Context: an optimization exercise on an open-source flow, tuned for small area, a short achievable clock period and few clock cycles. The choices shown serve that exercise and are no tape-out recipe.
In this exercise RTL edits were held to simulation tests only and were not proved equivalent to the original.
Power is estimated from default activity; no workload was simulated.

## v1
// cnn_axi_burst_master
module cnn_axi_burst_master #(
  parameter int C_M_AXI_ID_WIDTH   = 12,
  parameter int C_M_AXI_ADDR_WIDTH = 64,
  parameter int C_M_AXI_DATA_WIDTH = 128,
  parameter int BURST_LEN          = 16,
  parameter int ID_VALUE           = 0
) (
  input  logic                            M_AXI_ACLK,
  input  logic                            M_AXI_ARESETN,
  input  logic                            INIT_AXI_TXN,
  input  logic [C_M_AXI_ADDR_WIDTH-1:0]   input_Addr_Offset,
  input  logic [C_M_AXI_ADDR_WIDTH-1:0]   output_Addr_Offset,
  output logic                            TXN_DONE,
  output logic                            ERROR,
  output logic [C_M_AXI_ID_WIDTH-1:0]     M_AXI_ARID,
  output logic [C_M_AXI_ADDR_WIDTH-1:0]   M_AXI_ARADDR,
  output logic [7:0]                      M_AXI_ARLEN,
  output logic [2:0]                      M_AXI_ARSIZE,
  output logic [1:0]                      M_AXI_ARBURST,
  output logic                            M_AXI_ARLOCK,
  output logic [3:0]                      M_AXI_ARCACHE,
  output logic [2:0]                      M_AXI_ARPROT,
  output logic [3:0]                      M_AXI_ARQOS,
  output logic                            M_AXI_ARVALID,
  input  logic                            M_AXI_ARREADY,
  input  logic [C_M_AXI_ID_WIDTH-1:0]     M_AXI_RID,
  input  logic [C_M_AXI_DATA_WIDTH-1:0]   M_AXI_RDATA,
  input  logic [1:0]                      M_AXI_RRESP,
  input  logic                            M_AXI_RLAST,
  input  logic                            M_AXI_RVALID,
  output logic                            M_AXI_RREADY,
  output logic [C_M_AXI_ID_WIDTH-1:0]     M_AXI_AWID,
  output logic [C_M_AXI_ADDR_WIDTH-1:0]   M_AXI_AWADDR,
  output logic [7:0]                      M_AXI_AWLEN,
  output logic [2:0]                      M_AXI_AWSIZE,
  output logic [1:0]                      M_AXI_AWBURST,
  output logic                            M_AXI_AWLOCK,
  output logic [3:0]                      M_AXI_AWCACHE,
  output logic [2:0]                      M_AXI_AWPROT,
  output logic [3:0]                      M_AXI_AWQOS,
  output logic                            M_AXI_AWVALID,
  input  logic                            M_AXI_AWREADY,
  output logic [C_M_AXI_DATA_WIDTH-1:0]   M_AXI_WDATA,
  output logic [C_M_AXI_DATA_WIDTH/8-1:0] M_AXI_WSTRB,
  output logic                            M_AXI_WLAST,
  output logic                            M_AXI_WVALID,
  input  logic                            M_AXI_WREADY,
  input  logic [C_M_AXI_ID_WIDTH-1:0]     M_AXI_BID,
  input  logic [1:0]                      M_AXI_BRESP,
  input  logic                            M_AXI_BVALID,
  output logic                            M_AXI_BREADY
);
Size in the first run: roughly 540 cells after synthesis, about 140 flip-flops, ~0.0076 mm2 of cells after synthesis.
export LEC_CHECK = 0
export CAP_MARGIN = 20
export CORE_MARGIN = 2
export CORE_UTILIZATION = 24
export SETUP_SLACK_MARGIN = 2.0
export SLEW_MARGIN = 20
create_clock -name core_clock -period 5.5 [get_ports {M_AXI_ACLK}]
standard.sh (not shown) runs the stock make flow with config.mk's settings and CLKGATE_MAP_FILE= SYNTH_SCRIPT=/design/flow/synth_recipe.tcl, a recipe that flattens the netlist after the stock synthesis.
==> flow/flow/run.sh <==
#!/bin/bash
# Standard ORFS layout with these changes: ports are buffered with the
# smallest plain buffer instead of the default delay buffer; one tie cell
# of each kind drives all constant outputs; CTS adds no dummy clock loads
# and clusters more sinks per leaf buffer.
set -euo pipefail
export BUFFER_PORTS_ARGS="-buffer_cell sky130_fd_sc_hd__buf_1"
export SKIP_REPAIR_TIE_FANOUT=1
export CTS_ARGS='-sink_clustering_enable -repair_clock_nets -dont_use_dummy_load -sink_clustering_size 30 -sink_clustering_max_diameter 150 -buf_list {sky130_fd_sc_hd__clkbuf_4 sky130_fd_sc_hd__clkbuf_8}'
bash standard.sh > standard.log 2>&1
Testbench counts of v1, summed over its fixed seeds: cycles 13,992.
Setup changes, v1 to v51
- SETUP_SLACK_MARGIN changed from 2.0 to 3.3
- PLACE_DENSITY newly set to 0.35
--- a/flow/flow/run.sh
+++ b/flow/flow/run.sh
@@ -9 +9 @@
-export CTS_ARGS='-sink_clustering_enable -repair_clock_nets -dont_use_dummy_load -sink_clustering_size 30 -sink_clustering_max_diameter 150 -buf_list {sky130_fd_sc_hd__clkbuf_4 sky130_fd_sc_hd__clkbuf_8}'
+export CTS_ARGS="-sink_clustering_enable -repair_clock_nets -dont_use_dummy_load -sink_clustering_size 30 -sink_clustering_max_diameter 150"
Notes after the runs:
Every run in the comparison, v51 and v1, completed the flow with a clean layout. Of v51 and v1, it is v51 that has the lower minimum setup slack after placement. Taking v1 as the reference, in v51 peak per-stage delay on the critical path saw an increase, maximum frequency rose by about 3.7%, worst slack on hold paths +0.034 ns. When v51 is set beside v1, its worst-skew pair later-pin latency turns out to be 0.02 ns smaller. v1 → v51: clock power increased 47%; area added between synthesis and finish grew by 2.5 points; wire length now sits lower; design area rose 2.2%. On part of the power in combinational logic, the lower figure sits with v51, not v1.
## Diff of input files: v38 against v51
- removing PLACE_DENSITY (formerly 0.35)
==> comparison <==
Diff v51 -> v38 | met3 routed wirelength | increase of about 8%
v38: proportion of cell area occupied by registers is 0.20 points lower than what v51 reported.
Diff v51 -> v38 | routability congestion estimate | up by a little under 10%
Compared to v51, v38 has power share of the combinational group 0.3 points higher.
Status: net count of the finished layout parity (v51, v38)
v38 vs v51, total power went up by 0.000078 W.
v38 went all the way through synthesis, placement and routing and the layout is clean on timing, DRC and antenna.
Signal arrival time at the worst endpoint in v38 is 0.03 ns below v51.

========
## build 76
Another version of the RTL of cnn_axi_burst_master (not shown whole).
For scale: roughly 830 cells after synthesis, about 280 flip-flops, roughly 650 I/O pins, ~13000 sq um of cells after synthesis.
Settings: LEC_CHECK=0, CAP_MARGIN=20, CORE_MARGIN=2, CORE_UTILIZATION=40, SLEW_MARGIN=20; clock period 5.5 ns.
==> flow/flow/run.sh <==
#!/bin/bash
# Standard ORFS layout with these changes: ports are buffered with the
# smallest plain buffer instead of the default delay buffer; one tie cell
# of each kind drives all constant outputs; CTS adds no dummy clock loads
# and clusters more sinks per leaf buffer.
set -euo pipefail
export BUFFER_PORTS_ARGS="-buffer_cell sky130_fd_sc_hd__buf_1"
export SKIP_REPAIR_TIE_FANOUT=1
export CTS_ARGS="-sink_clustering_enable -repair_clock_nets -dont_use_dummy_load -sink_clustering_size 30 -sink_clustering_max_diameter 150"
bash standard.sh > standard.log 2>&1
Testbench counts of build 76, summed over its fixed seeds: cycles 9,948.
For build 26, these inputs were changed with respect to build 76:
Settings: setting SETUP_SLACK_MARGIN to 3.0 for the first time.
==> run summary <==
- ~same number of vias per cell in build 76 and build 26
- Changes observed in build 26 relative to build 76: switching power total increased by 0.000036 W relative to the old numbers, sequential cell area share did not really move, met2 wire length shows a reduction of 410 microns, combinational share of power climbed 1.0 points.
- Build 26 completed end to end with timing, DRC and antenna clean.
- From build 76 to build 26 the numbers moved as follows: via count did not really move; wire length higher.
- Looking at routing usage on met2, build 26 sits 1.3 points lower than build 76 does.
For build 31, these inputs were changed with respect to build 26:
Settings: SETUP_SLACK_MARGIN now 3.45, was 3.0.
### Flow results
Between build 26 and build 31, the post-detailed-placement half-perimeter wirelength is higher for build 31. Delta (build 31 minus build 26): met2 demand-to-capacity share in global routing went up; fraction of met1 tracks used by global routing went up; part of the total power dissipated in the clock network went down. Build 31: fraction of the cycle the final worst path needs 0.78 points below build 26. Re remaining routing DRC violations: no difference whatsoever between build 31 and build 26. Row routed wire length: build 31 higher / build 26 lower. Type of the setup path with the least slack: input port to flip-flop -> build 26, flip-flop to primary output -> build 31. [build 31 vs build 26] path depth of the worst reg2reg path: lower in build 31. Compared with build 26, in build 31 count of buffer and inverter cells on the critical path went down by 1; fraction of power spent switching nets shrank by 0.62 points. Diff build 26 and build 31: power higher in build 31.
#### Input delta (build 10 over build 31)
Settings: SETUP_SLACK_MARGIN now 3.3, was 3.45.
Notes after the runs:
- Build 10 | status: complete | timing, DRC, antenna: pass
- Multi-input combinational cell area: build 10 vs build 31 down 24 sq um
- Per the comparison of build 10 with build 31, sum of internal, switching and leakage power dropped about 2.8%, first-pass GRT wire length dropped 6.4%.
- Compared with build 31, in build 10 setup slack rose 0.028 ns, global-route usage dropped 1.7 points, worst slack at placement fell by 0.048 ns, net count of the finished layout has decreased, overall via count from detail_route decreased 216.

re-timing with driven ports:
Ports are ideal in the flow. The routed layouts listed here were re-timed in OpenROAD. Step 1 assumes that a clkbuf_16 drives the clock port and a buf_2 every other input. Step 2, shift: input delay + t, output delay - t, t = (earliest + latest rising clock arrival at the registers) / 2. This alone moves slack from input paths to output paths. Three values: ideal, step 1, step 2; two values: the first two.
| run | shift t [ns] | slack for setup (ns) | hold WS [ns] | slew at the worst register clock pin (ns) | cell pins on the clock port's net |
|---|---|---|---|---|---|
| v1 | 0.470 | 3.213 / 3.173 / 3.030 | 0.452 / 0.452 / 0.452 | 0.10 / 0.10 | 1 |
| v51 | 0.460 | 3.294 / 3.243 / 3.129 | 0.485 / 0.485 / 0.485 | 0.08 / 0.08 | 1 |
| v38 | 0.451 | 3.323 / 3.277 / 3.085 | 0.469 / 0.469 / 0.469 | 0.07 / 0.07 | 1 |
| build 76 | 0.516 | 3.048 / 3.038 / 2.522 | 0.452 / 0.452 / 0.452 | 0.12 / 0.12 | 1 |
| build 26 | 0.520 | 3.165 / 3.121 / 2.624 | 0.437 / 0.437 / 0.437 | 0.12 / 0.12 | 1 |
| build 31 | 0.534 | 3.208 / 3.156 / 2.958 | 0.481 / 0.481 / 0.481 | 0.12 / 0.12 | 1 |
| build 10 | 0.532 | 3.237 / 3.186 / 2.899 | 0.447 / 0.447 / 0.447 | 0.12 / 0.12 | 1 |
After both steps setup and hold are still met in every run listed. For build 26, which loses most, drivers alone change the setup slack by -0.044 ns; drivers and shift together by -0.541 ns.
